From an optimization exercise on the open Yosys and OpenROAD flow, aimed at small area, a short achievable clock period and few clock cycles per item; shortcuts taken in it are not production practice.
In this exercise RTL edits were held to simulation tests only and were not proved equivalent to the original.
No activity file was given, so power comes from the tool's default toggle rates.

Design source_text_tokenizer, start of the top module:
module source_text_tokenizer (
  input  logic                             clk_i,
  input  logic                             rst_ni,
  input  logic                             txt_valid_i,
  output logic                             txt_ready_o,
  input  logic [7:0]                       txt_char_i,
  input  logic                             txt_end_i,
  output logic                             tok_valid_o,
  input  logic                             tok_ready_i,
  output logic [stt_pkg::KindBits-1:0]     tok_kind_o,
  output logic [stt_pkg::LineBits-1:0]     tok_line_o,
  output logic [stt_pkg::ColBits-1:0]      tok_col_o,
  output logic [stt_pkg::OffsetBits-1:0]   tok_offset_o,
  output logic [stt_pkg::LengthBits-1:0]   tok_length_o,
  output logic                             tok_last_o
);
==> flow/config.mk <==
export PLATFORM = sky130hd
export DESIGN_NAME = source_text_tokenizer
export DESIGN_NICKNAME = source_text_tokenizer
export VERILOG_FILES = /design/flow/design.v
export SDC_FILE = /design/flow/constraint.sdc
export NUM_CORES = 4
export LEC_CHECK = 0
export CAP_MARGIN = 20
export CORE_MARGIN = 2
export CORE_UTILIZATION = 40
export CTS_BUF_LIST = sky130_fd_sc_hd__clkbuf_8
export SETUP_SLACK_MARGIN = 2.3
export SLEW_MARGIN = 20
==> flow/constraint.sdc <==
create_clock -name core_clock -period 5.0 [get_ports {clk_i}]
set_input_delay 1.0000 -clock core_clock [delete_from_list [all_inputs] [get_ports {clk_i}]]
set_output_delay 1.0000 -clock core_clock [all_outputs]
set_load 0.01 [all_outputs]
standard.sh (not shown) runs the stock make flow with config.mk's settings and CLKGATE_MAP_FILE= SYNTH_SCRIPT=/design/flow/synth_recipe.tcl, a recipe that flattens the netlist after the stock synthesis.
==> flow/flow/run.sh <==
#!/bin/bash
# The standard layout (standard.sh, the standard flow's own ORFS run) with these ORFS
# settings changed; make's full output goes to make.log here, each ORFS step's
# log to orfs/logs.
set -euo pipefail
export BUFFER_PORTS_ARGS="-buffer_cell sky130_fd_sc_hd__buf_1"
export SKIP_GATE_CLONING=1
bash standard.sh > make.log 2>&1
The baseline completed without violations.
Testbench counts at the start, summed over its fixed seeds: cycles 24,838, bytes 24,017.
Then changed:
--- a/flow/design.v
+++ b/flow/design.v
@@ -186,22 +186,22 @@
     end else begin
       r.last = 1'b1;
       r.fin  = 1'b1;
       r.stp  = 1'b0;
       r.lrun = 1'b0;
       r.lsm  = {1'b0, !x.e};
       r.kind = x.e ? stt_pkg::TK_EOF : x.sk;
     end
     present = r;
   endfunction
-  logic cur_vld_q, cur_vld_d;
-  cls_t cur_q, in_cls, cur_d;
+  logic cur_vld_q, skd_vld_q, cur_vld_d;
+  cls_t cur_q, skd_q, in_cls, cur_d;
   mode_t            mode_q, mode_d;
   logic             bang_q, bang_d;    
   logic             seen_q, seen_d;    
   stt_pkg::line_t   line_q, line_d;
   stt_pkg::col_t    col_q, col_d, tsc_q;
   stt_pkg::offset_t off_q, off_d, tso_q;
   stt_pkg::length_t run_q, run_d;
   logic             ph_q, ph_d;        
   logic             ctop_q, otop_q;    
   pres_t            pr_q, pr_d;
@@ -217,39 +217,39 @@
   assign tok_kind_o   = pr_q.kind;
   assign tok_last_o   = pr_q.last;
   assign tok_line_o   = line_q;
   assign tok_col_o    = pr_q.sa ? tsc_q : {col_q[15:1], col_q[0] || (pr_q.sb && ctop_q)};
   assign tok_offset_o = pr_q.sa ? tso_q : {off_q[31:1], off_q[0] || (pr_q.sb && otop_q)};
   assign tok_length_o = pr_q.lrun ? run_q : {14'd0, pr_q.lsm};
   assign take     = pr_q.v && tok_ready_i;
   assign step     = take && pr_q.stp;
   assign consume  = (cur_vld_q && !pr_q.v) || (take && pr_q.fin);
   assign cur_free = !cur_vld_q || consume;
-  assign txt_ready_o = cur_free;
-  assign in_xfer     = txt_valid_i && cur_free;
+  assign txt_ready_o = !skd_vld_q;
+  assign in_xfer     = txt_valid_i && !skd_vld_q;
   assign in_cls      = classify(txt_char_i, txt_end_i);
   assign adv    = step || (consume && !cur_q.e && !hold_dot);
   assign two    = consume && mode_q.dot;
   assign lf_adv = consume && cur_q.lf;
   assign radv   = consume && (mode_q.id || mode_q.num || mode_q.dot) && absorbed && !hold_dot;
   assign off_top = &off_q[31:1];
   assign col_top = &col_q[15:1];
   assign run_top = &run_q[15:1];
   assign oc1     = adv && !off_top && (two || off_q[0]);
   assign cc1     = adv && !col_top && (two || col_q[0]);
   assign rc1     = radv && !run_top && (mode_q.dot || run_q[0]);
   always_comb begin
     cur_vld_d = cur_vld_q;
     cur_d     = cur_q;
     if (cur_free) begin
-      cur_vld_d = txt_valid_i;
-      cur_d     = in_cls;
+      cur_vld_d = skd_vld_q || in_xfer;
+      cur_d     = skd_vld_q ? skd_q : in_cls;
     end
     ph_d = ph_q;
     if (consume || step) begin
       ph_d = 1'b0;
     end else if (take) begin
       ph_d = 1'b1;
     end
     off_d[0] = adv ? (off_top || (off_q[0] ^ !two)) : off_q[0];
     for (int i = 1; i < 32; i++) begin
       off_d[i] = off_q[i] ^ (oc1 && (&(off_q | ~((32'd1 << i) - 32'd2))));
@@ -285,38 +285,43 @@
         seen_d = 1'b0;
       end else if (mode_q.dot && cur_q.dg) begin
         seen_d = 1'b1;
       end
     end
     pr_d = present(cur_d, cur_vld_d, mode_d, bang_d, seen_d, ph_d);
   end
   always_ff @(posedge clk_i or negedge rst_ni) begin
     if (!rst_ni) begin
       cur_vld_q <= 1'b0;
+      skd_vld_q <= 1'b0;
       ph_q      <= 1'b0;
       mode_q    <= '0;
       line_q    <= stt_pkg::line_t'(1);
       col_q     <= stt_pkg::col_t'(1);
       off_q     <= '0;
       pr_q.v    <= 1'b0;
     end else begin
       cur_vld_q <= cur_vld_d;
+      skd_vld_q <= cur_free ? 1'b0 : (skd_vld_q || in_xfer);
       ph_q      <= ph_d;
       mode_q    <= mode_d;
       line_q    <= line_d;
       col_q     <= col_d;
       off_q     <= off_d;
       pr_q.v    <= pr_d.v;
     end
   end
   always_ff @(posedge clk_i) begin
     cur_q  <= cur_d;
+    if (!skd_vld_q) begin
+      skd_q <= in_cls;
+    end
     if (consume && start) begin
       tsc_q <= col_q;
       tso_q <= off_q;
     end
     run_q  <= run_d;
     bang_q <= bang_d;
     seen_q <= seen_d;
     ctop_q <= col_top;
     otop_q <= off_top;
     {pr_q.sa, pr_q.sb, pr_q.last, pr_q.fin, pr_q.stp, pr_q.lrun, pr_q.lsm, pr_q.kind} <=
Effect:
- The changed run passed the timing, design-rule and antenna checks
- critical path depth decreases by 2
- combinational power increases to 2.9 times its value
- register-to-register slack improves by 0.02 ns
- routed wire length increases by 0.82%
- final cell count increases by 1.7%
- clock skew hardly moves
- flip-flop and latch count increases by 14
- design area increases by 1.8%
- count of clock-buffer cells in the layout stays the same
- power increases by 41%
- core utilization decreases by 0.86 points
Testbench counts after the change, summed over its fixed seeds: cycles 24,838, bytes 24,017.

separate check: timing with driven ports:
In the flow no input, the clock included, has a driving cell. The finished layouts below were timed again as built, in two steps.
Step 1 assumes that a clkbuf_16 drives the clock port and a buf_2 every other input.
Step 2 also shifts input and output timing later by t, the mid clock arrival at the registers, as if the neighbouring blocks saw the same clock.
Slacks: ideal / step 1 / step 2; pairs: ideal / step 1.
run | t (ns) | setup WS [ns] | latest minus earliest clock arrival (ns) | worst slew at a driven data input, ns
the first run | 0.502 | 2.356 / 2.336 / 1.878 | 0.018 / 0.019 | 0.03
the second run | 0.502 | 2.352 / 2.312 / 1.906 | 0.019 / 0.019 | 0.07
After both steps every run listed still meets setup and hold. The setup slack of the first run, which loses most, moves by -0.020 ns with the drivers and by -0.478 ns with both steps.
